Context: an optimization exercise on an open-source flow, tuned for small area. The choices shown serve that exercise and are no tape-out recipe. RTL that was checked went through simulation tests only; none was proved equivalent to the original. No functional check of the RTL was part of runs 3 and 6. Power figures rest on the tool's default switching activity, not on a simulated workload.

$ cat design/flow/constraint.sdc
create_clock -name core_clock -period 5.0 [get_ports {clk}]
set_input_delay 1.0000 -clock core_clock [delete_from_list [all_inputs] [get_ports {clk}]]
set_output_delay 1.0000 -clock core_clock [all_outputs]
set_load 0.01 [all_outputs]
$ cat design/flow/config.mk
export PLATFORM = sky130hd
export DESIGN_NAME = eee_imgproc
export DESIGN_NICKNAME = eee_imgproc
export VERILOG_FILES = /design/flow/design.v
export SDC_FILE = /design/flow/constraint.sdc
export NUM_CORES = 4
export LEC_CHECK = 0
export CAP_MARGIN = 5
export CORE_MARGIN = 2
export CORE_UTILIZATION = 40
export SLEW_MARGIN = 5
$ cat design/flow/design.v
package video_pkg;
	typedef struct packed {
		logic [7:0] red;
		logic [7:0] green;
		logic [7:0] blue;
	} pixel_t;
	typedef struct packed {
		pixel_t pixel;
		logic   sop;
		logic   eop;
	} video_beat_t;
	typedef logic [10:0] coord_t;
	typedef struct packed {
		logic   found;
		coord_t left;
		coord_t right;
		coord_t top;
		coord_t bottom;
	} box_t;
endpackage
package host_pkg;
	typedef logic [2:0] reg_addr_t;
	typedef logic [31:0] msg_word_t;
	typedef logic [4:0] fill_t;
endpackage
`timescale 1ns/10ps
module eee_imgproc (
	input  logic                clk,
	input  logic                reset_n,
	input  logic [23:0]         sink_data,
	input  logic                sink_valid,
	output logic                sink_ready,
	input  logic                sink_sop,
	input  logic                sink_eop,
	output logic [23:0]         source_data,
	output logic                source_valid,
	input  logic                source_ready,
	output logic                source_sop,
	output logic                source_eop,
	input  logic                mode,              
	input  logic                s_chipselect,
	input  logic                s_read,
	input  logic                s_write,
	input  host_pkg::reg_addr_t s_address,
	output logic [31:0]         s_readdata,
	input  logic [31:0]         s_writedata
);
	logic        hv;           
	logic [23:0] hd;
	logic        hsop;
	logic        heop;
	logic        held_ready;
	logic        advance;
	assign held_ready = ~source_valid | source_ready;
	assign sink_ready = ~hv | held_ready;
	assign advance    = hv & held_ready;
	always_ff @(posedge clk) begin
		if (!reset_n) begin
			hv <= 1'b0;
		end else if (sink_ready) begin
			hv <= sink_valid;
		end
	end
	always_ff @(posedge clk) begin
		if (sink_valid & sink_ready) begin
			hd   <= sink_data;
			hsop <= sink_sop;
			heop <= sink_eop;
		end
	end
	logic       video;
	logic [9:0] x;
	logic [8:0] y;
	logic [9:0] xmin, xmax;    
	logic [8:0] ymin, ymax;    
	logic       hit;
	logic       bright;
	logic       pix;
	logic       pixel_hit;
	logic       frame_done;
	logic       x_lt, x_gt;
	logic       init;
	logic       box_pend;      
	logic       found;
	logic [9:0] bl, br;
	logic [8:0] bt, bb;
	assign bright     = hd[23] & hd[15] & hd[7];
	assign init       = advance & hsop;
	assign pix        = advance & ~hsop & video;
	assign pixel_hit  = pix & bright;
	assign frame_done = pix & heop;
	assign hit        = ~&ymin;
	assign x_lt       = x < xmin;
	assign x_gt       = x > xmax;
	always_ff @(posedge clk) begin
		if (!reset_n) begin
			video <= 1'b0;
		end else if (init) begin
			video <= (hd[3:0] == 4'h0);
		end
	end
	always_ff @(posedge clk) begin
		if (advance) begin
			if (hsop) begin
				x <= '0;
				y <= '0;
			end else if (x == 10'd639) begin
				x <= '0;
				if (y != 9'd479) begin
					y <= y + 1'b1;
				end
			end else begin
				x <= x + 1'b1;
			end
		end
	end
	always_ff @(posedge clk) begin
		if (init | (pixel_hit & x_lt)) xmin <= x | {10{init}};
		if (init | (pixel_hit & x_gt)) xmax <= x & ~{10{init}};
		if (init | (pixel_hit & ~hit)) ymin <= y | {9{init}};
		if (init | pixel_hit)          ymax <= y & ~{9{init}};
	end
	always_ff @(posedge clk) begin
		if (!reset_n) begin
			box_pend <= 1'b0;
			found    <= 1'b0;
		end else begin
			box_pend <= frame_done;
			if (box_pend) begin
				found <= hit;
			end
		end
	end
	always_ff @(posedge clk) begin
		if (box_pend) begin
			bl <= xmin;
			br <= xmax;
			bt <= ymin;
			bb <= ymax;
		end
	end
	logic        on_edge;
	logic [7:0]  grey;
	logic [23:0] ovl;
	logic [23:0] bb_col;
	assign grey    = hd[15:9] + hd[23:18] + hd[7:2];
	assign on_edge = found & ((x == bl) | (x == br) | (y == bt) | (y == bb));
	always_comb begin
		ovl = hd;
		if (mode & video & ~hsop) begin
			if (on_edge) begin
				ovl = bb_col;
			end else if (bright) begin
				ovl = 24'hffffff;
			end else begin
				ovl = {grey, grey, grey};
			end
		end
	end
	always_ff @(posedge clk) begin
		if (!reset_n) begin
			source_valid <= 1'b0;
		end else if (held_ready) begin
			source_valid <= hv;
		end
	end
	always_ff @(posedge clk) begin
		if (advance) begin
			source_data <= ovl;
			source_sop  <= hsop;
			source_eop  <= heop;
		end
	end
	logic       wr_sel, rd_sel;
	logic       flush;
	logic       pop;
	logic       read_d;
	logic [7:0] status_byte;
	assign wr_sel = s_chipselect & s_write;
	assign rd_sel = s_chipselect & s_read;
	assign flush  = wr_sel & (s_address == 3'd0) & s_writedata[4];
	assign pop    = rd_sel & ~read_d & (s_address == 3'd1);
	always_ff @(posedge clk) begin
		if (!reset_n) begin
			status_byte <= 8'h00;
			bb_col      <= 24'h00ff00;
		end else if (wr_sel) begin
			if (s_address == 3'd0) begin
				status_byte <= {s_writedata[7:5], 1'b0, s_writedata[3:0]};
			end
			if (s_address == 3'd3) begin
				bb_col <= s_writedata[23:0];
			end
		end
	end
	logic [2:0]  frame_cnt;
	logic [1:0]  wr_step;     
	logic        start;
	logic        wr_en;
	logic        rd_en;
	logic [4:0]  fill;
	logic [10:0] hsel;        
	logic        wr_box;      
	logic        pop_box;     
	logic [1:0]  rph;         
	logic        pop_pend;    
	logic [18:0] ring [11];
	logic [18:0] wr_word;
	logic [18:0] rd_word;
	assign start = frame_done & ~flush & (frame_cnt == 3'd0) & (wr_step == 2'd0) &
		(fill <= 5'd13);
	assign wr_en = (wr_step != 2'd0) & ~flush;
	assign rd_en = pop & (fill != 5'd0) & ~flush;
	assign wr_box  = wr_en & (wr_step != 2'd1);
	assign pop_box = pop_pend & (rph != 2'd0);
	assign wr_word = wr_step[0] ? ({br, bb} & {19{~box_pend}}) : {bl, bt};
	always_ff @(posedge clk) begin
		if (!reset_n) begin
			frame_cnt <= '0;
			wr_step   <= 2'd0;
		end else begin
			if (flush) begin
				wr_step <= 2'd0;
			end else if (start) begin
				wr_step <= 2'd1;
			end else if (wr_step != 2'd0) begin
				wr_step <= wr_step + 1'b1;
			end
			if (start) begin
				frame_cnt <= 3'(6 - 1);
			end else if (frame_done && frame_cnt != '0) begin
				frame_cnt <= frame_cnt - 1'b1;
			end
		end
	end
	always_ff @(posedge clk) begin
		if (!reset_n || flush) begin
			fill <= '0;
			hsel <= '0;
			rph  <= '0;
		end else begin
			if (wr_en && !rd_en) begin
				fill <= fill + 1'b1;
			end else if (rd_en && !wr_en) begin
				fill <= fill - 1'b1;
			end
			if (wr_box && !pop_box) begin
				hsel <= {hsel[9:0], ~|hsel};
			end else if (pop_box && !wr_box) begin
				hsel <= {1'b0, hsel[10:1]};
			end
			if (pop_pend) begin
				rph <= (rph == 2'd2) ? 2'd0 : rph + 1'b1;
			end
		end
	end
	always_ff @(posedge clk) begin
		if (wr_box) begin
			ring[0] <= wr_word;
			for (int i = 1; i < 11; i++) begin
				ring[i] <= ring[i-1];
			end
		end
	end
	logic       st_q, msg_q, id_q, col_q;    
	logic [4:0] fill_q;
	logic [31:0] msg_word;
	always_ff @(posedge clk) begin
		read_d   <= rd_sel;
		pop_pend <= rd_en;
		st_q     <= (s_address == 3'd0);
		msg_q    <= (s_address == 3'd1);
		id_q     <= (s_address == 3'd2);
		col_q    <= (s_address == 3'd3);
		fill_q   <= fill;
	end
	logic        msg_box;
	logic        msg_tag;
	logic        is_l;
	assign msg_box = msg_q & (rph != 2'd0);
	assign msg_tag = msg_q & (rph == 2'd0);
	assign is_l    = rph[0];
	always_comb begin
		rd_word = '0;
		for (int i = 0; i < 11; i++) begin
			rd_word = rd_word | (ring[i] & {19{hsel[i] & msg_box}});
		end
	end
	assign msg_word = {5'd0, is_l & (&rd_word[18:9]), rd_word[18:9],
		5'd0, {2{is_l & (&rd_word[8:0])}}, rd_word[8:0]} | (32'h00004242 & {32{msg_tag}});
	assign s_readdata = ({16'h0000, 3'b000, fill_q, status_byte} & {32{st_q}}) |
		msg_word | (32'h1234EEE2 & {32{id_q}}) |
		({8'h00, bb_col} & {32{col_q}});
endmodule
$ cat design/flow/standard.sh
#!/bin/bash
# synth_recipe.tcl (not shown) runs the flow's synth.tcl, then flattens the netlist and writes it again
# the make line also repeats each setting of config.mk as NAME=value (left out here)
make -C /OpenROAD-flow-scripts/flow DESIGN_CONFIG=/design/flow/config.mk WORK_HOME=/design/flow/orfs CLKGATE_MAP_FILE= SYNTH_SCRIPT=/design/flow/synth_recipe.tcl "${@:-finish}"
$ cat design/flow/flow/run.sh
#!/bin/bash
# Standard ORFS layout, with small port buffers and a clock tree without dummy loads.
set -euo pipefail
bash standard.sh synth > synth.log 2>&1
export BUFFER_PORTS_ARGS="-buffer_cell sky130_fd_sc_hd__buf_1"
export CTS_ARGS="-sink_clustering_enable -repair_clock_nets -dont_use_dummy_load -buf_list sky130_fd_sc_hd__clkbuf_4 -sink_clustering_size 10 -sink_clustering_max_diameter 45 -sink_buffer_max_cap_derate 0.05"
bash standard.sh finish > layout.log 2>&1
==> summary.txt, run 1 <==
Status
  – Status: finished clean

Route
  – Vias per cell: 5.48
  – Detail Route Antenna Nets: 0
  – Routed wire length: 41.9 mm
  – Via Count: 10817
  – Initial drt markers: 1159
  – Drt first pass iters: 5
  – Drt drc: 0
  – Post-DR wirelength/cell: 21.2 um

Clocking
  – TritonCTS clock tree: done
  – Max clock buf depth: 3
  – Total CTS buffers: 52
  – Post-CTS setup buffers: 0
  – Resized cells post-CTS: 0
  – H-tree Lvls: 2
  – Clock Sinks: 426
  – Worst-path clk slew: 0.10 ns
  – # hold bufs at CTS: 0
  – Worst-skew pair later-pin latency: 0.77 ns
  – CTS root buf: clkbuf_4

Logic synthesis
  – Post-Synthesis Cell Area: 17600 um2
  – Synth Warn #: 2
  – Synth top area cells: edfxtp_1 61%, dfxtp_1 8.0%, ha_1 2.6%, nand2_1 2.4%, nor2_1 2.0%
  – Top-area cell type share of the netlist area: 0.607
  – Seq/Total Area, Yosys: 0.687
  – Cell variety after synth: 60
  – Post-synth top cells: 356 x edfxtp_1, 111 x nand2_1, 96 x nor2_1
  – Post-Syn Instances: 1272
  – Leading cell type by number of instances after synthesis: edfxtp_1
  – Post-synth ARST share: 0
  – Post-synth EDFFs: 356
  – Synthesized area per cell: 13.8 um2
  – Most used DFF post-synth: edfxtp_1
  – Synthesis-stage register bit count: 426
  – Leading area contributor after synthesis: edfxtp_1

Critical path
  – Critical Path Start Type: flop
  – CP max-delay cell: a211oi_1
  – Crit path cell chain: o211a_1, a222oi_1, nand2_1, a211oi_1, nor4_1, and4_1, buf_1
  – Max FO, Critical Path: 18
  – Kind of cell adding the most delay to the critical path: compound AO/OA/AOI/OAI gates
  – Worst path required time: 4.00 ns
  – WS Path Type: flop to primary output
  – Critical path capture point type: primary output
  – Crit path DAT: 3.84 ns
  – Worst Path Buf+Inv: 1
  – Crit path largest cell delay: 0.71 ns

Timing
  – Worst Clk Skew: 0.127 ns
  – Setup TNS: 0 ns
  – Slew HR: 0.204
  – Least-Margin Pin Slew: 1.19 ns
  – Fmax: 207 MHz
  – RSZ-0062 raised after global routing: false
  – Min cycle time layout: 4.84 ns
  – Final setup viols: 0
  – Final hold vios: 0
  – Final period utilization: 0.968
  – Slew Limit Fails: 0
  – Final hold slack: 0.324 ns

Floorplanning
  – Core area: 43300 um2
  – Standard-cell row count: 76
  – Die area: 45700 um2
  – Die Wd: 214 um
  – I/O Pins: 129
  – Initial Utilization: 0.407
  – DIE HEIGHT: 214 um

Cells and area
  – Final Cell Area: 18900 um2
  – Nets: 1503
  – Share of layout cells above drive strength 1: 0.0706
  – Area Growth Syn to Fin: 7.61%

Placed design
  – Gpl congestion: 0.854
  – Area post-placement: 18500 um2
  – IO buf count: 116
  – Detailed placement HPWL: 28.8 mm

Global route
  – Grt total ovfl: 0
  – Vias in the first global route: 10717
  – Largest net degree at the start of global routing: 167
  – GRT Resource Usage Total: 0.181
  – Global-route wire length before repair: 62.6 mm
  – Initial antenna violation count: 1

Power and ir drop
  – Overall power: 6.88 mW
  – Clock Power Share: 0.226
  – Switching power: 1.79 mW
  – VDD IR-drop max: 0.257 mV
  – Internal power: 5.09 mW
  – Seq pwr share: 0.670
  – P per Cell Area: 363 nW/um2
  – Leak: 6.61 nW
  – Switching Share: 0.260
  – Comb power frac: 0.104

Flow run
  – Number of max-cap violations: 0

Hold path
  – Hold Path Class: flop to flop
-- metrics by stage --
step | utilization | cells | setup slack (ns)
floorplan | - | 1275 | -0.824
global placement | 0.429 | 1921 | 1.05
detailed placement | 0.429 | 1921 | 1.04
CTS | 0.438 | 1973 | 0.178
global route | 0.438 | 1974 | 0.0752
finish | 0.438 | 1974 | 0.161
-- registers in the layout, indices dropped and copies added, names as in the netlist, 10 cells and up --
signal       cells
bl              10
br              10
source_data     24
x               10
hsel            11
bb_col          24
hd              24
ring           209
xmax            10
xmin            10
-- final timing paths --
kind                    from        endpoint  slack [ns]  cells past startpoint
setup / recovery      rph[0]  s_readdata[26]        0.16                      7
hold / removal       fill[3]       fill_q[3]        0.32                      0
setup reg to reg  wr_step[0]         fill[4]        2.02                     11
hold reg to reg      fill[3]       fill_q[3]        0.32                      0
-- layout by cell type, fill, tap and decap left out, types with 8 or more instances in the layout --
cell / instances
a21o_1: 12
a21oi_1: 57
a221oi_1: 15
a222oi_1: 29
a22o_1: 34
a22oi_1: 32
and2_1: 19
and3_1: 10
buf_1: 116
buf_4: 24
clkbuf_4: 52
dfxtp_1: 69
edfxtp_1: 356
fa_1: 8
ha_1: 36
inv_1: 45
mux2i_1: 19
nand2_1: 111
nand2b_1: 21
nand3_1: 32
nand4_1: 12
nor2_1: 96
nor4_1: 11
o211a_1: 11
o21ai_0: 10
o22ai_1: 21
xnor2_1: 20
xor2_1: 40
-- kinds of logic (layout without fill, tap and decap cells) --
logic type,after synthesis,in the layout,share of synthesized area
flip-flops,426,426,0.687
AND/OR/NAND/NOR,346,346,0.0928
AO/OA/AOI/OAI,250,250,0.107
buffers and inverters,125,238,0.0369
XOR/XNOR,60,60,0.0299
adder cells (fa/ha/maj),44,44,0.0347
multiplexers,20,20,0.0114
other,1,5,0.000213
-- per-layer routing --
metal | up-vias | global-route usage | routed length, um | share of wire
met5 | - | 0 | 0 | 0
met4 | 0 | 0.0642 | 1220 | 0.029
met3 | 80 | 0.0294 | 2310 | 0.055
met2 | 317 | 0.280 | 19300 | 0.46
met1 | 5416 | 0.258 | 19100 | 0.46
li1 | 5004 | - | - | -
-- power groups by stage --
stage / registers [mW] / logic, mW / clock network (mW)
2_1_floorplan: 4.61 / 0.550 / 0
3_3_place_gp: 4.66 / 0.702 / 0
3_5_place_dp: 4.68 / 0.720 / 0
4_1_cts: 4.60 / 0.723 / 1.62
5_1_grt: 4.64 / 0.796 / 1.75
6_report: 4.60 / 0.717 / 1.55
-- cell type report --
| class | count | area (um2) |
|---|---|---|
| diodes | 1 | 2.50 |
| clock buffers | 52 | 390 |
| fillers | 3986 | 24300 |
| inverters | 45 | 169 |
| multi-input cells | 724 | 4920 |
| flip-flops and latches | 426 | 12100 |
| well taps | 585 | 732 |
| repair buffers | 141 | 636 |
==> run 2, diff against run 1 <==
==> design/flow/flow/run.sh (replaced) <==
#!/bin/bash
# Standard ORFS layout, with small port buffers and a clock tree without dummy loads.
set -euo pipefail
bash standard.sh synth > synth.log 2>&1
export BUFFER_PORTS_ARGS="-buffer_cell sky130_fd_sc_hd__buf_1"
export CTS_ARGS="-sink_clustering_enable -repair_clock_nets -dont_use_dummy_load -buf_list sky130_fd_sc_hd__clkbuf_4 -sink_clustering_size 9 -sink_clustering_max_diameter 45 -sink_buffer_max_cap_derate 0.05"
bash standard.sh finish > layout.log 2>&1
==> run 2 against run 1 <==
Against the previous run: clock skew is 0.058 ns lower; synthesized cell count unchanged; wire length about the same; sequential power barely moved; final cell count is 0.10% higher; global-route usage hardly changed; cell area hardly changed; non-clock buffer count unchanged; first-iteration DRC count decreased by 7.2%; die area is the same; critical endpoint unchanged; highest routed layer unchanged.
==> summary.txt, run 2 <==
Status
  – Status: finished clean

Placed design
  – IO buf count: 116
  – Detailed placement HPWL: 28.8 mm
  – Area post-placement: 18500 um2
  – Placed instance count: 1921
  – Gpl congestion: 0.854

Floorplanning
  – DIE HEIGHT: 214 um
  – Die area: 45700 um2
  – Initial Utilization: 0.407
  – Standard-cell row count: 76
  – Core area: 43300 um2
  – I/O Pins: 129
  – Die Wd: 214 um

Logic synthesis
  – Synth top area cells: edfxtp_1 61%, dfxtp_1 8.0%, ha_1 2.6%, nand2_1 2.4%, nor2_1 2.0%
  – Synth Warn #: 2
  – Post-Syn Instances: 1272
  – Leading cell type by number of instances after synthesis: edfxtp_1
  – Post-synth EDFFs: 356
  – Post-Synthesis Cell Area: 17600 um2
  – Synthesized area per cell: 13.8 um2
  – Leading area contributor after synthesis: edfxtp_1
  – Most used DFF post-synth: edfxtp_1
  – Seq/Total Area, Yosys: 0.687
  – Cell variety after synth: 60
  – Top-area cell type share of the netlist area: 0.607
  – Post-synth top cells: 356 x edfxtp_1, 111 x nand2_1, 96 x nor2_1
  – Synthesis-stage register bit count: 426
  – Post-synth ARST share: 0

Global route
  – Global-route wire length before repair: 62.7 mm
  – GRT Resource Usage Total: 0.181
  – Initial antenna violation count: 1
  – Met2 Resource Use GR: 0.279
  – Met3 Use GR: 0.0302
  – Global routing met1 resource utilization: 0.257
  – Grt total ovfl: 0
  – Most used routing layer: met2
  – Largest net degree at the start of global routing: 167
  – Vias in the first global route: 10826

Cells and area
  – Area of the multi-input gates: 4920 um2
  – Largest Register: ring
  – Nets: 1505
  – Max reg flops: 209
  – Area Growth Syn to Fin: 7.69%
  – Filler cell count: 3961
  – FF+latch area: 12100 um2
  – Non-filler instance count after layout: 1976
  – Share of layout cells above drive strength 1: 0.0719
  – Commonest cells after routing, fill and taps aside: 356 x edfxtp_1, 116 x buf_1, 111 x nand2_1
  – Commonest non-fill, non-tap cell in the layout: edfxtp_1
  – Final Cell Area: 19000 um2

Clocking
  – CTS root buf: clkbuf_4
  – Post-CTS setup buffers: 0
  – Clock Sinks: 426
  – Worst-skew pair later-pin latency: 0.73 ns
  – H-tree Lvls: 2
  – Worst-path clk slew: 0.11 ns
  – # hold bufs at CTS: 0
  – TritonCTS clock tree: done
  – Total CTS buffers: 54
  – Resized cells post-CTS: 0
  – Max clock buf depth: 3

Route
  – Vias per cell: 5.50
  – Post-DR wirelength/cell: 21.2 um
  – Routed wire length: 41.9 mm
  – Drt first pass iters: 5
  – Detail Route Antenna Nets: 0
  – Via Count: 10870
  – Drt drc: 0
  – Initial drt markers: 1076

Critical path
  – Reg2Reg Launch Point: wr_step[0]
  – CP max-delay cell: a211oi_1
  – Critical path capture point type: primary output
  – Crit path cell chain: o211a_1, a222oi_1, nand2_1, a211oi_1, nor4_1, and4_1, buf_1
  – Crit path largest cell delay: 0.66 ns
  – Kind of cell adding the most delay to the critical path: compound AO/OA/AOI/OAI gates
  – Crit path DAT: 3.72 ns
  – Max FO, Critical Path: 18
  – Critical Path Start Type: flop
  – R2R setup slack: 2.05 ns
  – WS Path Type: flop to primary output
  – R2r endpoint: fill[4]
  – Worst path required time: 4.00 ns
  – Worst r2r path cells: 11
  – Worst Path Buf+Inv: 1

Power and ir drop
  – Overall power: 6.90 mW
  – P per Cell Area: 364 nW/um2
  – Leak: 6.62 nW
  – VDD IR-drop max: 0.226 mV

Timing
  – RSZ-0062 raised after global routing: false
  – Fmax: 212 MHz
  – Final setup viols: 0
  – Min cycle time layout: 4.72 ns
  – Final period utilization: 0.944
  – Worst Clk Skew: 0.0692 ns
  – Slew Limit Fails: 0
  – Slew HR: 0.199
  – Least-Margin Pin Slew: 1.20 ns
  – Final hold vios: 0

Hold path
  – Hold Path Class: flop to flop
  – Hold EP: fill_q[4]
  – Worst hold start: fill[4]
  – Worst Hold Path Cells: 0

Flow run
  – Number of max-cap violations: 0
run 2: cell count changes in the layout (fill, tap and decap cells not counted), sizes merged:
cell / previous run / this run
clkbuf: 52 / 54
run 2: through the flow:
step	worst slack (ns)	utilization	hold slack, ns	setup TNS, ns
after floorplan	-0.824	-	0.364	-20.69
after global placement	1.05	0.429	0.392	0
after detailed placement	1.04	0.429	0.398	0
after CTS	0.203	0.438	0.358	0
after global routing	0.0982	0.438	0.390	0
final	0.278	0.438	0.400	0
run 2: layout make-up:
class	count	area share
diodes	1	0.000132
clock buffers	54	0.0214
inverters	45	0.00891
multi-input cells	724	0.259
flip-flops and latches	426	0.638
well taps	585	0.0386
repair buffers	141	0.0335
run 2: how the worst max path moves through the flow:
stage | end | start | depth (start not counted)
global route | s_readdata[26] | rph[0] | 6
floorplan | hsel[1] | s_write | 10
detailed placement | fill[4] | s_address[0] | 11
CTS | s_readdata[26] | rph[0] | 7
global placement | s_readdata[26] | rph[0] | 8
finish | s_readdata[26] | rph[0] | 7
run 2: power by group:
group	internal [mW]	switching [mW]
clock	0.495	1.08
sequential	4.38	0.230
combinational	0.238	0.478
total	5.11	1.79
run 2: routing by layer:
| metal | vias up | part of all wire |
|---|---|---|
| li1 | 5012 | - |
| met2 | 381 | 0.45 |
| met1 | 5388 | 0.45 |
| met4 | 0 | 0.033 |
| met5 | - | 0 |
| met3 | 89 | 0.064 |
run 2: logic make-up (layout without fill, tap and decap cells):
kind of cell,Yosys count,in the layout,synth area share
flops,426,426,0.687
simple gates,346,346,0.0928
compound gates,250,250,0.107
buf+inv,125,240,0.0369
xor+xnor,60,60,0.0299
fa+ha+maj,44,44,0.0347
mux,20,20,0.0114
other cells,1,5,0.000213
==> run 3, diff against run 2 <==
--- a/design/flow/design.v
+++ b/design/flow/design.v
@@ -199,6 +199,7 @@
 	logic        wr_en;
 	logic        rd_en;
 	logic [4:0]  fill;
+	logic [10:0] hcnt;        
 	logic [10:0] hsel;        
 	logic        wr_box;      
 	logic        pop_box;     
@@ -236,7 +237,7 @@
 	always_ff @(posedge clk) begin
 		if (!reset_n || flush) begin
 			fill <= '0;
-			hsel <= '0;
+			hcnt <= '0;
 			rph  <= '0;
 		end else begin
 			if (wr_en && !rd_en) begin
@@ -245,9 +246,9 @@
 				fill <= fill - 1'b1;
 			end
 			if (wr_box && !pop_box) begin
-				hsel <= {hsel[9:0], ~|hsel};
+				hcnt <= {hcnt[9:0], 1'b1};
 			end else if (pop_box && !wr_box) begin
-				hsel <= {1'b0, hsel[10:1]};
+				hcnt <= {1'b0, hcnt[10:1]};
 			end
 			if (pop_pend) begin
 				rph <= (rph == 2'd2) ? 2'd0 : rph + 1'b1;
@@ -280,6 +281,7 @@
 	assign msg_box = msg_q & (rph != 2'd0);
 	assign msg_tag = msg_q & (rph == 2'd0);
 	assign is_l    = rph[0];
+	assign hsel = hcnt & ~{1'b0, hcnt[10:1]};
 	always_comb begin
 		rd_word = '0;
 		for (int i = 0; i < 11; i++) begin
==> run 3 against run 2 <==
Against the previous run: first-iteration DRC count up 1.8%; setup slack better by 0.036 ns; power hardly changed; sequential share of layout area is 0.42 points lower; core utilization increased by 0.29 points; critical path type unchanged; highest routed layer unchanged.
==> summary.txt, run 3 <==
Power and ir drop
  – Clock Power Share: 0.230
  – Leak: 6.55 nW
  – VDD IR-drop max: 0.344 mV
  – Switching Share: 0.260
  – Seq pwr share: 0.669
  – P per Cell Area: 362 nW/um2
  – Switching power: 1.79 mW
  – Internal power: 5.11 mW
  – Comb power frac: 0.101

Cells and area
  – Commonest cells after routing, fill and taps aside: 356 x edfxtp_1, 116 x buf_1, 105 x nor2_1
  – Area Growth Syn to Fin: 8.57%
  – Largest Register: ring
  – Area of the multi-input gates: 5040 um2
  – Final Cell Area: 19100 um2
  – Share of layout cells above drive strength 1: 0.0717
  – Max reg flops: 209
  – Finished Core Util: 0.441
  – Filler cell count: 3952
  – Nets: 1523
  – FF+latch area: 12100 um2
  – Commonest non-fill, non-tap cell in the layout: edfxtp_1

Critical path
  – Critical path capture point type: primary output
  – WS Path Type: flop to primary output
  – Max FO, Critical Path: 37
  – Crit path DAT: 3.69 ns
  – Worst path required time: 4.00 ns
  – R2R setup slack: 2.01 ns
  – Critical Path Start Type: flop

Global route
  – Vias in the first global route: 10844
  – Global-route wire length before repair: 62.5 mm
  – Largest net degree at the start of global routing: 206
  – Initial antenna violation count: 2
  – GRT Resource Usage Total: 0.180
  – Grt total ovfl: 0

Floorplanning
  – DIE HEIGHT: 214 um
  – Core area: 43300 um2
  – Initial Utilization: 0.406
  – I/O Pins: 129
  – Standard-cell row count: 76
  – Die area: 45600 um2
  – Die Wd: 214 um

Logic synthesis
  – Synth top area cells: edfxtp_1 61%, dfxtp_1 8.0%, ha_1 2.6%, nor2_1 2.2%, nand2_1 2.2%
  – Post-Syn Instances: 1289
  – Post-synth ARST share: 0
  – Leading cell type by number of instances after synthesis: edfxtp_1
  – Top-area cell type share of the netlist area: 0.608
  – Synthesis-stage register bit count: 426
  – Most used DFF post-synth: edfxtp_1
  – Post-Synthesis Cell Area: 17600 um2
  – Post-synth top cells: 356 x edfxtp_1, 105 x nor2_1, 102 x nand2_1
  – Cell variety after synth: 63
  – Synth Warn #: 2
  – Synthesized area per cell: 13.6 um2
  – Post-synth EDFFs: 356
  – Leading area contributor after synthesis: edfxtp_1
  – Seq/Total Area, Yosys: 0.688

Hold path
  – Hold Path Class: primary input to flop

Placed design
  – Detailed placement HPWL: 28.1 mm
  – Gpl congestion: 0.853
  – IO buf count: 116
  – Area post-placement: 18700 um2

Clocking
  – Worst-path clk slew: 0.10 ns
  – Post-CTS setup buffers: 0
  – CTS root buf: clkbuf_4
  – Total CTS buffers: 54
  – Max clock buf depth: 3
  – Clock Sinks: 426
  – H-tree Lvls: 2
  – TritonCTS clock tree: done
  – Worst-skew pair later-pin latency: 0.78 ns

Timing
  – Fmax: 213 MHz
  – Final hold vios: 0
  – Slew HR: 0.165
  – Final period utilization: 0.937
  – Min cycle time layout: 4.69 ns
  – Least-Margin Pin Slew: 1.25 ns
  – RSZ-0062 raised after global routing: false
  – Final setup viols: 0
  – Worst Clk Skew: 0.0929 ns
  – Slew Limit Fails: 0
  – Setup TNS: 0 ns

Route
  – Initial drt markers: 1095
  – Via Count: 10835
  – Drt drc: 0
  – Vias per cell: 5.43
  – Routed wire length: 41.5 mm
  – Detail Route Antenna Nets: 0
  – Post-DR wirelength/cell: 20.8 um
  – Drt first pass iters: 8

Status
  – Status: finished clean

Flow run
  – Number of max-cap violations: 0
==> run 3: changes by cell type after synthesis, moves of 10 or more <==
| cell | previous run | this run |
|---|---|---|
| a222oi_1 | 29 | 18 |
| a22oi_1 | 32 | 43 |
| buf_6 | 16 | 0 |
| o211a_1 | 11 | 1 |
| clkbuf_1 | 31 | 53 |
| and3_1 | 11 | 36 |
| buf_2 | 21 | 9 |
==> run 3: area by class of cell <==
type                            count  area share
Clock buffer                       54      0.0212
Multi-Input combinational cell    744       0.264
Antenna cell                        2    0.000262
Tap cell                          585      0.0384
Inverter                           45     0.00885
Sequential cell                   426       0.634
Timing Repair Buffer              139      0.0332
==> run 3: cells by family (layout without fill, tap and decap cells) <==
logic type,count (synthesis),in the layout,synth area share
AO/OA/AOI/OAI,231,231,0.0985
XOR/XNOR,63,63,0.0314
adder cells (fa/ha/maj),44,44,0.0347
buffers and inverters,122,238,0.0286
flip-flops,426,426,0.688
multiplexers,20,20,0.0115
other,1,6,0.000213
AND/OR/NAND/NOR,382,382,0.107
==> run 3: per-layer routing <==
layer  GRT usage  vias up  share of wire
li1            -     5039              -
met1       0.258     5358           0.45
met2       0.282      362           0.46
met3      0.0328       76          0.064
met4      0.0510        0          0.022
met5           0        -              0
==> run 3: worst paths after layout <==
kind | from | depth (start not counted) | end
worst min register to register | fill[0] | 0 | fill_q[0]
worst min-delay path | sink_data[21] | 1 | hd[21]
worst max-delay path | rph[0] | 9 | s_readdata[26]
worst max register to register | hd[3] | 10 | source_data[23]
==> run 3: critical path: stages (launching register included) <==
cell and delay [ns]:
dfxtp_1 0.55, o21a_4 0.41, and2_1 0.64, buf_12 0.22
a22oi_1 0.07, nand3_1 0.10, nor2_1 0.06, or4_1 0.54
nor3_2 0.16, buf_1 0.19
==> run 3: per-stage QoR <==
step                worst slack (ns)  std cells  power, mW  hold WS (ns)
finish                         0.315       1995       6.90         0.378
global placement               0.946       1939       5.36         0.404
floorplan                     -0.850       1292       5.15         0.364
global route                   0.110       1995       7.23         0.349
detailed placement             0.840       1939       5.39         0.399
CTS                         0.000455       1993       6.96         0.333
==> run 3: timing repair <==
action / CTS / global route
resized for setup: 0 / 1
setup endpoints to repair: 0 / 3
hold buffers: 0 / 0
==> run 3: power groups by stage <==
stage               combinational, mW  clock, mW  sequential [mW]
finish                          0.700       1.58             4.61
global route                    0.788       1.79             4.65
CTS                             0.707       1.65             4.61
detailed placement              0.705          0             4.68
global placement                0.683          0             4.67
floorplan                       0.544          0             4.60
==> run 4, diff against run 3 <==
--- a/design/flow/design.v
+++ b/design/flow/design.v
@@ -80,7 +80,6 @@
 	logic       frame_done;
 	logic       x_lt, x_gt;
 	logic       init;
-	logic       box_pend;      
 	logic       found;
 	logic [9:0] bl, br;
 	logic [8:0] bt, bb;
@@ -120,23 +119,25 @@
 		if (init | (pixel_hit & ~hit)) ymin <= y | {9{init}};
 		if (init | pixel_hit)          ymax <= y & ~{9{init}};
 	end
-	always_ff @(posedge clk) begin
-		if (!reset_n) begin
-			box_pend <= 1'b0;
-			found    <= 1'b0;
-		end else begin
-			box_pend <= frame_done;
-			if (box_pend) begin
-				found <= hit;
-			end
-		end
-	end
-	always_ff @(posedge clk) begin
-		if (box_pend) begin
-			bl <= xmin;
-			br <= xmax;
-			bt <= ymin;
-			bb <= ymax;
+	logic [9:0] nxt_xmin, nxt_xmax;
+	logic [8:0] nxt_ymin, nxt_ymax;
+	assign nxt_xmin = (pixel_hit & x_lt) ? x : xmin;
+	assign nxt_xmax = (pixel_hit & x_gt) ? x : xmax;
+	assign nxt_ymin = (pixel_hit & ~hit) ? y : ymin;
+	assign nxt_ymax = pixel_hit ? y : ymax;
+	always_ff @(posedge clk) begin
+		if (!reset_n) begin
+			found <= 1'b0;
+		end else if (frame_done) begin
+			found <= hit | pixel_hit;
+		end
+	end
+	always_ff @(posedge clk) begin
+		if (frame_done) begin
+			bl <= nxt_xmin;
+			br <= nxt_xmax;
+			bt <= nxt_ymin;
+			bb <= nxt_ymax;
 		end
 	end
 	logic        on_edge;
@@ -199,7 +200,6 @@
 	logic        wr_en;
 	logic        rd_en;
 	logic [4:0]  fill;
-	logic [10:0] hcnt;        
 	logic [10:0] hsel;        
 	logic        wr_box;      
 	logic        pop_box;     
@@ -214,7 +214,7 @@
 	assign rd_en = pop & (fill != 5'd0) & ~flush;
 	assign wr_box  = wr_en & (wr_step != 2'd1);
 	assign pop_box = pop_pend & (rph != 2'd0);
-	assign wr_word = wr_step[0] ? ({br, bb} & {19{~box_pend}}) : {bl, bt};
+	assign wr_word = wr_step[0] ? {br, bb} : {bl, bt};
 	always_ff @(posedge clk) begin
 		if (!reset_n) begin
 			frame_cnt <= '0;
@@ -237,7 +237,7 @@
 	always_ff @(posedge clk) begin
 		if (!reset_n || flush) begin
 			fill <= '0;
-			hcnt <= '0;
+			hsel <= '0;
 			rph  <= '0;
 		end else begin
 			if (wr_en && !rd_en) begin
@@ -246,9 +246,9 @@
 				fill <= fill - 1'b1;
 			end
 			if (wr_box && !pop_box) begin
-				hcnt <= {hcnt[9:0], 1'b1};
+				hsel <= {hsel[9:0], ~|hsel};
 			end else if (pop_box && !wr_box) begin
-				hcnt <= {1'b0, hcnt[10:1]};
+				hsel <= {1'b0, hsel[10:1]};
 			end
 			if (pop_pend) begin
 				rph <= (rph == 2'd2) ? 2'd0 : rph + 1'b1;
@@ -281,7 +281,6 @@
 	assign msg_box = msg_q & (rph != 2'd0);
 	assign msg_tag = msg_q & (rph == 2'd0);
 	assign is_l    = rph[0];
-	assign hsel = hcnt & ~{1'b0, hcnt[10:1]};
 	always_comb begin
 		rd_word = '0;
 		for (int i = 0; i < 11; i++) begin
==> run 4 against run 3 <==
Against the previous run: global-route usage down 0.64 points; still clean; largest cell class unchanged; synthesized cell count up 1.6%; non-clock buffer count down 5; clock-buffer cell count up 2; core utilization down 0.27 points; clock power about the same; highest routed layer unchanged; synthesized area up 2.9%; die area up 2.9%.
==> summary.txt, run 4 <==
Status
  – Status: finished clean

Timing
  – Slew HR: 0.199
  – Final hold vios: 0
  – Min cycle time layout: 4.75 ns
  – Slew Limit Fails: 0
  – Least-Margin Pin Slew: 1.20 ns
  – Final period utilization: 0.949
  – RSZ-0062 raised after global routing: false
  – Worst Clk Skew: 0.0845 ns
  – Fmax: 211 MHz
  – Final hold slack: 0.337 ns
  – Final setup viols: 0

Logic synthesis
  – Leading area contributor after synthesis: edfxtp_1
  – Synth top area cells: edfxtp_1 59%, dfxtp_1 7.6%, mux2_2 2.9%, nand2_1 2.6%, ha_1 2.5%
  – Leading cell type by number of instances after synthesis: edfxtp_1
  – Synthesized area per cell: 13.8 um2
  – Synth Warn #: 2
  – Post-Synthesis Cell Area: 18100 um2
  – Post-synth EDFFs: 356
  – Top-area cell type share of the netlist area: 0.591
  – Most used DFF post-synth: edfxtp_1
  – Post-synth top cells: 356 x edfxtp_1, 123 x nand2_1, 82 x nor2_1
  – Post-synth ARST share: 0
  – Synthesis-stage register bit count: 425
  – Post-Syn Instances: 1310
  – Seq/Total Area, Yosys: 0.667
  – Cell variety after synth: 57

Placed design
  – Gpl congestion: 0.859
  – Detailed placement HPWL: 26.7 mm
  – IO buf count: 116

Global route
  – Grt total ovfl: 0
  – Largest net degree at the start of global routing: 210
  – Initial antenna violation count: 2
  – GRT Resource Usage Total: 0.174
  – Vias in the first global route: 10518
  – Global-route wire length before repair: 62.4 mm

Critical path
  – Max FO, Critical Path: 14
  – Worst Path Buf+Inv: 2
  – R2R setup slack: 1.65 ns
  – Crit path cell chain: nor2_4, nor2_2, buf_4, a221oi_1, and3_1, nor4_1, nand4b_1, nand3_1, buf_1
  – Worst path required time: 4.00 ns
  – Worst Setup EP: s_readdata[9]
  – Worst r2r path cells: 11
  – CP max-delay cell: dfxtp_1
  – Crit path launch: rph[0]
  – Crit path largest cell delay: 0.70 ns
  – R2r endpoint: fill[4]
  – Reg2Reg Launch Point: wr_step[0]
  – WS Path Type: flop to primary output
  – Crit path DAT: 3.75 ns
  – Kind of cell adding the most delay to the critical path: simple AND/OR/NAND/NOR gates
  – Levels on crit path: 9
  – Critical path capture point type: primary output
  – Critical Path Start Type: flop

Clocking
  – TritonCTS clock tree: done
  – CTS root buf: clkbuf_4
  – Worst-path clk slew: 0.10 ns
  – Total CTS buffers: 56
  – Clock Sinks: 425
  – # hold bufs at CTS: 0
  – H-tree Lvls: 2
  – Worst-skew pair later-pin latency: 0.82 ns
  – Max clock buf depth: 3

Cells and area
  – Filler cell count: 4062
  – Max reg flops: 209
  – Share of layout cells above drive strength 1: 0.109
  – Area Growth Syn to Fin: 7.62%
  – Nets: 1534
  – Commonest non-fill, non-tap cell in the layout: edfxtp_1
  – Commonest cells after routing, fill and taps aside: 356 x edfxtp_1, 123 x nand2_1, 116 x buf_1
  – Largest Register: ring
  – Finished Core Util: 0.438

Route
  – Initial drt markers: 1247
  – Drt first pass iters: 9
  – Via Count: 11030
  – Post-DR wirelength/cell: 20.5 um
  – Drt drc: 0
  – Detail Route Antenna Nets: 0
  – Vias per cell: 5.48
  – Routed wire length: 41.3 mm

Floorplanning
  – DIE HEIGHT: 217 um
  – I/O Pins: 129
  – Die Wd: 217 um
  – Die area: 46900 um2
  – Standard-cell row count: 77
  – Core area: 44400 um2
  – Initial Utilization: 0.407

Power and ir drop
  – Leak: 6.64 nW
  – VDD IR-drop max: 0.254 mV
  – Overall power: 6.91 mW
  – P per Cell Area: 355 nW/um2

Hold path
  – Hold Path Class: primary input to flop
  – Worst Hold Path Cells: 1

Flow run
  – Number of max-cap violations: 0
==> run 4: worst min path at each step <==
stage | start | to | slack [ns]
floorplan | fill[4] | fill_q[4] | 0.37
global placement | fill[3] | fill_q[3] | 0.41
detailed placement | fill[4] | fill_q[4] | 0.41
CTS | sink_data[6] | hd[6] | 0.24
global route | sink_data[14] | hd[14] | 0.25
finish | sink_data[6] | hd[6] | 0.34
==> run 4: report_power, final <==
part / switching (mW) / internal (mW)
registers: 0.258 / 4.37
clock network: 1.10 / 0.510
logic: 0.426 / 0.248
==> run 4: kinds of logic (layout without fill, tap and decap cells) <==
family / Yosys count / count (layout) / synth area share
flip-flops: 425 / 425 / 0.667
AND/OR/NAND/NOR: 364 / 364 / 0.0967
AO/OA/AOI/OAI: 213 / 213 / 0.0917
buffers and inverters: 126 / 232 / 0.0331
multiplexers: 74 / 74 / 0.0466
XOR/XNOR: 63 / 63 / 0.0305
adder cells (fa/ha/maj): 44 / 44 / 0.0338
other: 1 / 7 / 0.000207
==> run 4: per-stage QoR <==
stage          TNS (ns)  setup WS, ns  instances  area (um2)
3_3_place_gp          0         0.903       1955       19000
2_1_floorplan    -19.84        -0.820       1313       18200
5_1_grt               0       0.00470       2014       19500
6_report              0         0.253       2014       19500
4_1_cts               0       0.00528       2011       19400
3_5_place_dp          0         0.868       1955       19000
==> run 4: final cells by class <==
class | count | area, um2 | area share
Multi-Input combinational cell | 762 | 5480 | 0.282
Tap cell | 592 | 741 | 0.0381
Inverter | 42 | 158 | 0.00810
Antenna cell | 3 | 7.51 | 0.000386
Timing Repair Buffer | 134 | 583 | 0.0300
Clock buffer | 56 | 420 | 0.0216
Sequential cell | 425 | 12100 | 0.620
==> run 4: per-layer routing <==
| metal | up-vias | wire length (um) | track usage |
|---|---|---|---|
| met2 | 391 | 18400 | 0.260 |
| met4 | 0 | 917 | 0.0541 |
| met1 | 5441 | 19100 | 0.252 |
| met5 | - | 0 | 0 |
| li1 | 5132 | - | - |
| met3 | 66 | 2960 | 0.0394 |
==> run 4: repair_timing <==
action	in CTS	in global routing
buffers inserted	0	0
endpoints found under the setup margin	2	3
resized for setup	1	9
==> run 5, diff against run 4 <==
--- a/design/flow/design.v
+++ b/design/flow/design.v
@@ -200,9 +200,8 @@
 	logic        wr_en;
 	logic        rd_en;
 	logic [4:0]  fill;
-	logic [10:0] hsel;        
-	logic        wr_box;      
-	logic        pop_box;     
+	logic [3:0]  wp;          
+	logic [10:0] rsel;        
 	logic [1:0]  rph;         
 	logic        pop_pend;    
 	logic [18:0] ring [11];
@@ -212,8 +211,6 @@
 		(fill <= 5'd13);
 	assign wr_en = (wr_step != 2'd0) & ~flush;
 	assign rd_en = pop & (fill != 5'd0) & ~flush;
-	assign wr_box  = wr_en & (wr_step != 2'd1);
-	assign pop_box = pop_pend & (rph != 2'd0);
 	assign wr_word = wr_step[0] ? {br, bb} : {bl, bt};
 	always_ff @(posedge clk) begin
 		if (!reset_n) begin
@@ -237,7 +234,8 @@
 	always_ff @(posedge clk) begin
 		if (!reset_n || flush) begin
 			fill <= '0;
-			hsel <= '0;
+			wp   <= '0;
+			rsel <= 11'd1;
 			rph  <= '0;
 		end else begin
 			if (wr_en && !rd_en) begin
@@ -245,22 +243,20 @@
 			end else if (rd_en && !wr_en) begin
 				fill <= fill - 1'b1;
 			end
-			if (wr_box && !pop_box) begin
-				hsel <= {hsel[9:0], ~|hsel};
-			end else if (pop_box && !wr_box) begin
-				hsel <= {1'b0, hsel[10:1]};
+			if (wr_en && wr_step != 2'd1) begin
+				wp <= (wp == 4'd10) ? 4'd0 : wp + 1'b1;
 			end
 			if (pop_pend) begin
 				rph <= (rph == 2'd2) ? 2'd0 : rph + 1'b1;
-			end
-		end
-	end
-	always_ff @(posedge clk) begin
-		if (wr_box) begin
-			ring[0] <= wr_word;
-			for (int i = 1; i < 11; i++) begin
-				ring[i] <= ring[i-1];
-			end
+				if (rph != 2'd0) begin
+					rsel <= {rsel[9:0], rsel[10]};
+				end
+			end
+		end
+	end
+	always_ff @(posedge clk) begin
+		if (wr_en && wr_step != 2'd1) begin
+			ring[wp] <= wr_word;
 		end
 	end
 	logic       st_q, msg_q, id_q, col_q;    
@@ -284,7 +280,7 @@
 	always_comb begin
 		rd_word = '0;
 		for (int i = 0; i < 11; i++) begin
-			rd_word = rd_word | (ring[i] & {19{hsel[i] & msg_box}});
+			rd_word = rd_word | (ring[i] & {19{rsel[i] & msg_box}});
 		end
 	end
 	assign msg_word = {5'd0, is_l & (&rd_word[18:9]), rd_word[18:9],
==> run 5 against run 4 <==
Against the previous run: setup slack got worse by 0.048 ns; via count grew 1.8%; synthesized area increased by 0.68%; flip-flop and latch count grew 4; critical path depth down 2; largest power group unchanged; fmax decreased by 1.0%; die area increased by 0.67%; wire length is 7.7% higher; combinational power decreased by 16%; largest cell class unchanged.
==> summary.txt, run 5 <==
Logic synthesis
  – Leading cell type by number of instances after synthesis: edfxtp_1
  – Top-area cell type share of the netlist area: 0.587
  – Mux share of post-synthesis cell area: 0.0383
  – Post-Synth Simple-Gate Area: 0.0984
  – Synth Area in XOR/XNOR: 0.0293
  – Post-Syn Instances: 1331
  – Adder and majority gate portion of the synthesized area: 0.0328
  – Synth Warn #: 1
  – Post-synth EDFFs: 356
  – Compound-gate portion of the synthesized area: 0.0984
  – Synth top area cells: edfxtp_1 59%, dfxtp_1 8.0%, mux2_2 3.3%, nand2_1 2.7%, ha_1 2.4%
  – Cell variety after synth: 63
  – Post-synth ARST share: 0
  – Post-synth top cells: 356 x edfxtp_1, 132 x nand2_1, 73 x dfxtp_1
  – Largest family of logic cells by synthesized area: compound AO/OA/AOI/OAI gates
  – Leading area contributor after synthesis: edfxtp_1
  – Seq/Total Area, Yosys: 0.667
  – Synthesis-stage register bit count: 429
  – Post-Synthesis Cell Area: 18200 um2
  – Synthesized area per cell: 13.7 um2
  – Most used DFF post-synth: edfxtp_1

Placed design
  – Area post-placement: 19300 um2
  – IO buf count: 116
  – Detailed placement HPWL: 28.9 mm
  – Gpl congestion: 0.832

Cells and area
  – Area Growth Syn to Fin: 8.12%
  – Finished Core Util: 0.436
  – Share of layout cells above drive strength 1: 0.121
  – Max reg flops: 209
  – Largest Register: ring
  – Commonest cells after routing, fill and taps aside: 356 x edfxtp_1, 132 x nand2_1, 116 x buf_1
  – Final Cell Area: 19700 um2
  – Commonest non-fill, non-tap cell in the layout: edfxtp_1
  – Nets: 1567

Route
  – Via Count: 11229
  – Routed wire length: 44.5 mm
  – Vias per cell: 5.47
  – Detail Route Antenna Nets: 0
  – Post-DR wirelength/cell: 21.7 um
  – Initial drt markers: 1119
  – Drt first pass iters: 6
  – Drt drc: 0

Clocking
  – Worst-skew pair later-pin latency: 0.75 ns
  – Resized cells post-CTS: 0
  – # hold bufs at CTS: 0
  – H-tree Lvls: 2
  – Max clock buf depth: 3
  – CTS root buf: clkbuf_4
  – Total CTS buffers: 55
  – Post-CTS setup buffers: 0
  – Worst-path clk slew: 0.10 ns
  – TritonCTS clock tree: done
  – Clock Sinks: 429

Critical path
  – Max FO, Critical Path: 16
  – Reg2Reg Launch Point: wr_step[0]
  – Worst r2r path cells: 6
  – Crit path DAT: 3.79 ns
  – Critical Path Start Type: flop
  – Worst path required time: 4.00 ns
  – R2r endpoint: ring[2][12]
  – Critical path capture point type: primary output
  – WS Path Type: flop to primary output
  – R2R setup slack: 1.45 ns

Timing
  – Final period utilization: 0.959
  – RSZ-0062 raised after global routing: false
  – Final hold slack: 0.405 ns
  – Final hold vios: 0
  – Min cycle time layout: 4.79 ns
  – Worst Clk Skew: 0.0600 ns
  – Fmax: 209 MHz
  – Final setup viols: 0
  – Slew HR: 0.200
  – Least-Margin Pin Slew: 1.20 ns
  – Setup TNS: 0 ns
  – Slew Limit Fails: 0

Flow run
  – Number of max-cap violations: 0

Hold path
  – Worst Hold Path Cells: 0
  – Hold Path Class: flop to flop
  – Worst hold start: fill[4]
  – Hold EP: fill_q[4]

Floorplanning
  – Initial Utilization: 0.403
  – Standard-cell row count: 78
  – Die Wd: 217 um
  – DIE HEIGHT: 217 um
  – Core area: 45200 um2
  – I/O Pins: 129
  – Die area: 47200 um2

Global route
  – Initial antenna violation count: 2
  – Grt total ovfl: 0
  – Vias in the first global route: 11239
  – GRT Resource Usage Total: 0.189
  – Global-route wire length before repair: 67.6 mm
  – Largest net degree at the start of global routing: 43

Power and ir drop
  – P per Cell Area: 320 nW/um2
  – VDD IR-drop max: 0.160 mV
  – Overall power: 6.31 mW
  – Leak: 6.87 nW

Status
  – Status: finished clean
## run 5: cell families (layout without fill, tap and decap cells)
group / Yosys count / in the layout
AOI/OAI and AO/OA: 233 / 233
xor gates and xnor gates: 61 / 61
adders and majority gates: 43 / 43
buffers and inverters: 132 / 251
DFF: 429 / 429
muxes: 63 / 63
other: 1 / 5
and+or+nand+nor: 369 / 369
## run 5: area by class of cell
class	count	area [um2]
Fill cell	4148	25500
Sequential cell	429	12200
Multi-Input combinational cell	773	5480
Tap cell	600	751
Timing Repair Buffer	153	726
Clock buffer	55	413
Inverter	43	161
Antenna cell	1	2.50
## run 5: worst max-delay path by stage
| stage | startpoint | endpoint | slack, ns | cells past startpoint |
|---|---|---|---|---|
| after floorplan | s_address[0] | ring[2][0] | 0.77 | 6 |
| after global placement | rph[0] | s_readdata[26] | 1.07 | 8 |
| after detailed placement | rph[0] | s_readdata[26] | 1.06 | 7 |
| after CTS | rph[0] | s_readdata[26] | 0.21 | 7 |
| after global routing | rph[0] | s_readdata[26] | 0.05 | 7 |
| final | rph[0] | s_readdata[26] | 0.21 | 7 |
## run 5: report_power, final
part | internal [mW] | total [mW] | switching (mW) | leakage, nW
registers | 4.03 | 4.14 | 0.114 | 3.84
clock network | 0.503 | 1.60 | 1.10 | 0.253
logic | 0.227 | 0.563 | 0.336 | 2.78
total | 4.76 | 6.31 | 1.55 | 6.87
## run 5: metal layers
metal,GRT usage,wire [um],up-vias
met5,0,0,-
met3,0.0338,2910,67
met4,0.0543,1010,0
li1,-,-,5213
met1,0.262,19500,5611
met2,0.304,21100,338
## run 5: metrics by stage
stage	setup WS, ns	std cells
after floorplan	0.771	1334
final	0.205	2054
after detailed placement	1.06	1998
after global placement	1.07	1998
after global routing	0.0478	2054
after CTS	0.212	2053
## run 5: critical path: stages (launching register included)
cell and delay (ns):
dfxtp_1 0.67, o211a_1 0.65, a22o_1 0.24, a221oi_1 0.06, and3_1 0.31, or4_4 0.54
nor3_2 0.35, buf_1 0.20
==> run 6, diff against run 5 <==
--- a/design/flow/design.v
+++ b/design/flow/design.v
@@ -80,6 +80,7 @@
 	logic       frame_done;
 	logic       x_lt, x_gt;
 	logic       init;
+	logic       box_pend;      
 	logic       found;
 	logic [9:0] bl, br;
 	logic [8:0] bt, bb;
@@ -103,9 +104,9 @@
 			if (hsop) begin
 				x <= '0;
 				y <= '0;
-			end else if (x == 10'd639) begin
+			end else if (x[9] & (&x[6:0])) begin   
 				x <= '0;
-				if (y != 9'd479) begin
+				if (!((&y[8:6]) & (&y[4:0]))) begin   
 					y <= y + 1'b1;
 				end
 			end else begin
@@ -119,25 +120,23 @@
 		if (init | (pixel_hit & ~hit)) ymin <= y | {9{init}};
 		if (init | pixel_hit)          ymax <= y & ~{9{init}};
 	end
-	logic [9:0] nxt_xmin, nxt_xmax;
-	logic [8:0] nxt_ymin, nxt_ymax;
-	assign nxt_xmin = (pixel_hit & x_lt) ? x : xmin;
-	assign nxt_xmax = (pixel_hit & x_gt) ? x : xmax;
-	assign nxt_ymin = (pixel_hit & ~hit) ? y : ymin;
-	assign nxt_ymax = pixel_hit ? y : ymax;
-	always_ff @(posedge clk) begin
-		if (!reset_n) begin
-			found <= 1'b0;
-		end else if (frame_done) begin
-			found <= hit | pixel_hit;
-		end
-	end
-	always_ff @(posedge clk) begin
-		if (frame_done) begin
-			bl <= nxt_xmin;
-			br <= nxt_xmax;
-			bt <= nxt_ymin;
-			bb <= nxt_ymax;
+	always_ff @(posedge clk) begin
+		if (!reset_n) begin
+			box_pend <= 1'b0;
+			found    <= 1'b0;
+		end else begin
+			box_pend <= frame_done;
+			if (box_pend) begin
+				found <= hit;
+			end
+		end
+	end
+	always_ff @(posedge clk) begin
+		if (box_pend) begin
+			bl <= xmin;
+			br <= xmax;
+			bt <= ymin;
+			bb <= ymax;
 		end
 	end
 	logic        on_edge;
@@ -194,7 +193,8 @@
 			end
 		end
 	end
-	logic [2:0]  frame_cnt;
+	logic [2:0]  frame_cnt;   
+	logic        cnt_zero;
 	logic [1:0]  wr_step;     
 	logic        start;
 	logic        wr_en;
@@ -207,11 +207,12 @@
 	logic [18:0] ring [11];
 	logic [18:0] wr_word;
 	logic [18:0] rd_word;
-	assign start = frame_done & ~flush & (frame_cnt == 3'd0) & (wr_step == 2'd0) &
+	assign cnt_zero = ~frame_cnt[2] & ~frame_cnt[0];
+	assign start = frame_done & ~flush & cnt_zero & (wr_step == 2'd0) &
 		(fill <= 5'd13);
 	assign wr_en = (wr_step != 2'd0) & ~flush;
 	assign rd_en = pop & (fill != 5'd0) & ~flush;
-	assign wr_word = wr_step[0] ? {br, bb} : {bl, bt};
+	assign wr_word = wr_step[0] ? ({br, bb} & {19{~box_pend}}) : {bl, bt};
 	always_ff @(posedge clk) begin
 		if (!reset_n) begin
 			frame_cnt <= '0;
@@ -225,9 +226,9 @@
 				wr_step <= wr_step + 1'b1;
 			end
 			if (start) begin
-				frame_cnt <= 3'(6 - 1);
-			end else if (frame_done && frame_cnt != '0) begin
-				frame_cnt <= frame_cnt - 1'b1;
+				frame_cnt <= 3'b001;   
+			end else if (frame_done && !cnt_zero) begin
+				frame_cnt <= {frame_cnt[1:0], ~frame_cnt[2]};
 			end
 		end
 	end
@@ -260,7 +261,8 @@
 		end
 	end
 	logic       st_q, msg_q, id_q, col_q;    
-	logic [4:0] fill_q;
+	logic       wr_q;         
+	logic [4:0] fill_rd;      
 	logic [31:0] msg_word;
 	always_ff @(posedge clk) begin
 		read_d   <= rd_sel;
@@ -269,7 +271,7 @@
 		msg_q    <= (s_address == 3'd1);
 		id_q     <= (s_address == 3'd2);
 		col_q    <= (s_address == 3'd3);
-		fill_q   <= fill;
+		wr_q     <= wr_en;
 	end
 	logic        msg_box;
 	logic        msg_tag;
@@ -285,7 +287,8 @@
 	end
 	assign msg_word = {5'd0, is_l & (&rd_word[18:9]), rd_word[18:9],
 		5'd0, {2{is_l & (&rd_word[8:0])}}, rd_word[8:0]} | (32'h00004242 & {32{msg_tag}});
-	assign s_readdata = ({16'h0000, 3'b000, fill_q, status_byte} & {32{st_q}}) |
+	assign fill_rd = fill - {4'd0, wr_q};
+	assign s_readdata = ({16'h0000, 3'b000, fill_rd, status_byte} & {32{st_q}}) |
 		msg_word | (32'h1234EEE2 & {32{id_q}}) |
 		({8'h00, bb_col} & {32{col_q}});
 endmodule
==> run 6 against run 5 <==
Against the previous run: cell area is 2.0% lower; core utilization increased by 0.17 points; critical path depth increased by 1; critical endpoint unchanged; largest cell class unchanged; highest routed layer unchanged; sequential share of layout area rose by 0.93 points.
==> summary.txt, run 6 <==
Logic synthesis
  – Synth Warn #: 1
  – Synthesized area per cell: 13.9 um2
  – Synth top area cells: edfxtp_1 60%, dfxtp_1 7.9%, nand2_1 2.9%, ha_1 2.5%, a222oi_1 2.1%
  – Post-synth top cells: 356 x edfxtp_1, 136 x nand2_1, 70 x dfxtp_1
  – Seq/Total Area, Yosys: 0.678
  – Leading area contributor after synthesis: edfxtp_1
  – Synthesis-stage register bit count: 426
  – Post-Syn Instances: 1282
  – Most used DFF post-synth: edfxtp_1
  – Cell variety after synth: 60
  – Post-synth ARST share: 0
  – Post-Synthesis Cell Area: 17800 um2
  – Leading cell type by number of instances after synthesis: edfxtp_1
  – Post-synth EDFFs: 356
  – Top-area cell type share of the netlist area: 0.600

Placed design
  – Detailed placement HPWL: 29.2 mm
  – IO buf count: 116
  – Area post-placement: 18900 um2
  – Dpl ws: 0.819 ns
  – Gpl congestion: 0.856

Route
  – Drt first pass iters: 6
  – Via Count: 11012
  – Vias per cell: 5.50
  – Detail Route Antenna Nets: 0
  – Post-DR wirelength/cell: 21.9 um
  – Initial drt markers: 1057
  – Routed wire length: 43.8 mm
  – Drt drc: 0

Clocking
  – Clock Sinks: 426
  – Worst-path clk slew: 0.10 ns
  – # hold bufs at CTS: 0
  – H-tree Lvls: 2
  – CTS root buf: clkbuf_4
  – Worst-skew pair later-pin latency: 0.78 ns
  – Resized cells post-CTS: 0
  – Max clock buf depth: 3
  – Total CTS buffers: 56
  – Post-CTS setup buffers: 0
  – TritonCTS clock tree: done

Cells and area
  – FF+latch area: 12100 um2
  – Filler cell count: 4121
  – Share of layout cells above drive strength 1: 0.0795
  – Final Cell Area: 19300 um2
  – Commonest non-fill, non-tap cell in the layout: edfxtp_1
  – Commonest cells after routing, fill and taps aside: 356 x edfxtp_1, 136 x nand2_1, 116 x buf_1
  – Max reg flops: 209
  – Nets: 1524
  – Area Growth Syn to Fin: 8.30%
  – Area of the multi-input gates: 5200 um2
  – Largest Register: ring

Floorplanning
  – Core area: 44100 um2
  – Initial Utilization: 0.404
  – Die area: 46300 um2
  – DIE HEIGHT: 215 um
  – Die Wd: 215 um
  – Standard-cell row count: 77
  – I/O Pins: 129

Global route
  – Vias in the first global route: 10819
  – Largest net degree at the start of global routing: 42
  – GRT Resource Usage Total: 0.188
  – Grt total ovfl: 0
  – Global-route wire length before repair: 66.2 mm
  – Initial antenna violation count: 2

Critical path
  – Critical path capture point type: primary output
  – Crit path launch: rph[0]
  – Crit path DAT: 3.90 ns
  – Max FO, Critical Path: 14
  – Worst r2r path cells: 7
  – R2r endpoint: source_data[21]
  – WS Path Type: flop to primary output
  – R2R setup slack: 1.70 ns
  – Critical Path Start Type: flop
  – Worst path required time: 4.00 ns
  – Reg2Reg Launch Point: x[6]

Timing
  – Final setup viols: 0
  – Slew Limit Fails: 0
  – Final period utilization: 0.979
  – Min cycle time layout: 4.90 ns
  – Final Worst Setup Slack: 0.103 ns
  – RSZ-0062 raised after global routing: false
  – Setup TNS: 0 ns
  – Least-Margin Pin Slew: 1.24 ns
  – Slew HR: 0.169
  – Worst Clk Skew: 0.0755 ns
  – Final hold vios: 0
  – Final hold slack: 0.416 ns
  – Fmax: 204 MHz

Power and ir drop
  – VDD IR-drop max: 0.181 mV
  – P per Cell Area: 331 nW/um2
  – Leak: 6.61 nW

Hold path
  – Worst Hold Path Cells: 1
  – Worst hold start: sink_data[8]
  – Hold EP: hd[8]
  – Hold Path Class: primary input to flop

Flow run
  – Number of max-cap violations: 0

Status
  – Status: finished clean
==> run 6: cell types whose count changed after synthesis, moves of 7 or more <==
| cell | delta |
|---|---|
| nand2b_1 | +18 |
| xnor2_1 | +14 |
| xor2_1 | -13 |
| a222oi_1 | +7 |
| buf_2 | +16 |
| o221a_1 | +24 |
| nor2_1 | -21 |
| clkbuf_1 | -19 |
| a22o_1 | +19 |
| o22ai_1 | -21 |
| mux2_2 | -52 |
==> run 6: through the flow <==
step                std cells  power (mW)   util
detailed placement       1945        4.87  0.428
finish                   2003        6.40  0.437
global route             2002        6.69  0.437
global placement         1945        4.85  0.428
floorplan                1285        4.65      -
CTS                      2001        6.45  0.437
==> run 6: routing by layer <==
metal	routed length, um	up-vias	GRT usage
li1	-	5084	-
met4	1170	0	0.0586
met5	0	-	0
met3	3050	78	0.0310
met2	20100	381	0.294
met1	19500	5469	0.270
==> run 6: area by class of cell <==
type | instances | area share
multi-input cells | 735 | 0.270
diodes | 2 | 0.000259
flip-flops and latches | 426 | 0.627
inverters | 45 | 0.00875
well taps | 592 | 0.0384
clock buffers | 56 | 0.0218
repair buffers | 147 | 0.0346
==> run 6: power by group <==
group          total (mW)  leakage, nW  switching [mW]  internal, mW
Combinational       0.673         2.54           0.433         0.240
Clock                1.60        0.258            1.09         0.512
Sequential           4.12         3.81          0.0872          4.04
==> run 6: cell families after synthesis <==
logic type | Yosys count | share of synthesized area
AOI/OAI and AO/OA | 246 | 0.113
xor gates and xnor gates | 62 | 0.0305
adders and majority gates | 44 | 0.0343
buffers and inverters | 124 | 0.0334
DFF | 426 | 0.678
muxes | 11 | 0.00625
other | 1 | 0.000210
and+or+nand+nor | 368 | 0.104
==> run 6: critical path: stages (launching register included) <==
cell,delay [ns]
dfxtp_1,0.78
o211a_1,0.69
buf_4,0.29
a22o_1,0.14
a221oi_1,0.05
and3_1,0.28
nor4_1,0.51
and4_1,0.30
buf_1,0.15
==> run 6: how the worst max path moves through the flow <==
stage,end,slack [ns],cells after the start
6_report,s_readdata[26],0.10,8
2_1_floorplan,xmax[0],0.45,6
4_1_cts,s_readdata[26],0.02,7
3_5_place_dp,s_readdata[26],0.82,7
5_1_grt,s_readdata[26],0.006,8
3_3_place_gp,s_readdata[26],0.83,7

==> what the ideal ports hide <==
In the flow no input, the clock included, has a driving cell. The finished layouts below were timed again as built, in two steps.
Step 1 sets driving cells, clkbuf_16 on the clock port and buf_2 on the other inputs (assumed; they add their load-dependent delay and slew).
Step 2 times the ports against the registers' clock, not the clock port: input delays grow and output delays shrink by t, the midpoint of the rising clock arrivals with the driver on.
Three values: no drivers, after step 1, after step 2; two values: the first two.
run	t (ns)	slack for setup (ns)	cell pins on the clock port's net
run 1	0.755	0.161 / 0.116 / 0.871	1
run 2	0.745	0.278 / 0.234 / 0.979	1
run 3	0.789	0.315 / 0.265 / 1.050	1
run 4	0.827	0.253 / 0.207 / 1.034	1
run 5	0.769	0.205 / 0.158 / 0.927	1
run 6	0.790	0.103 / 0.052 / 0.842	1
After both steps setup and hold are still met in every run listed.
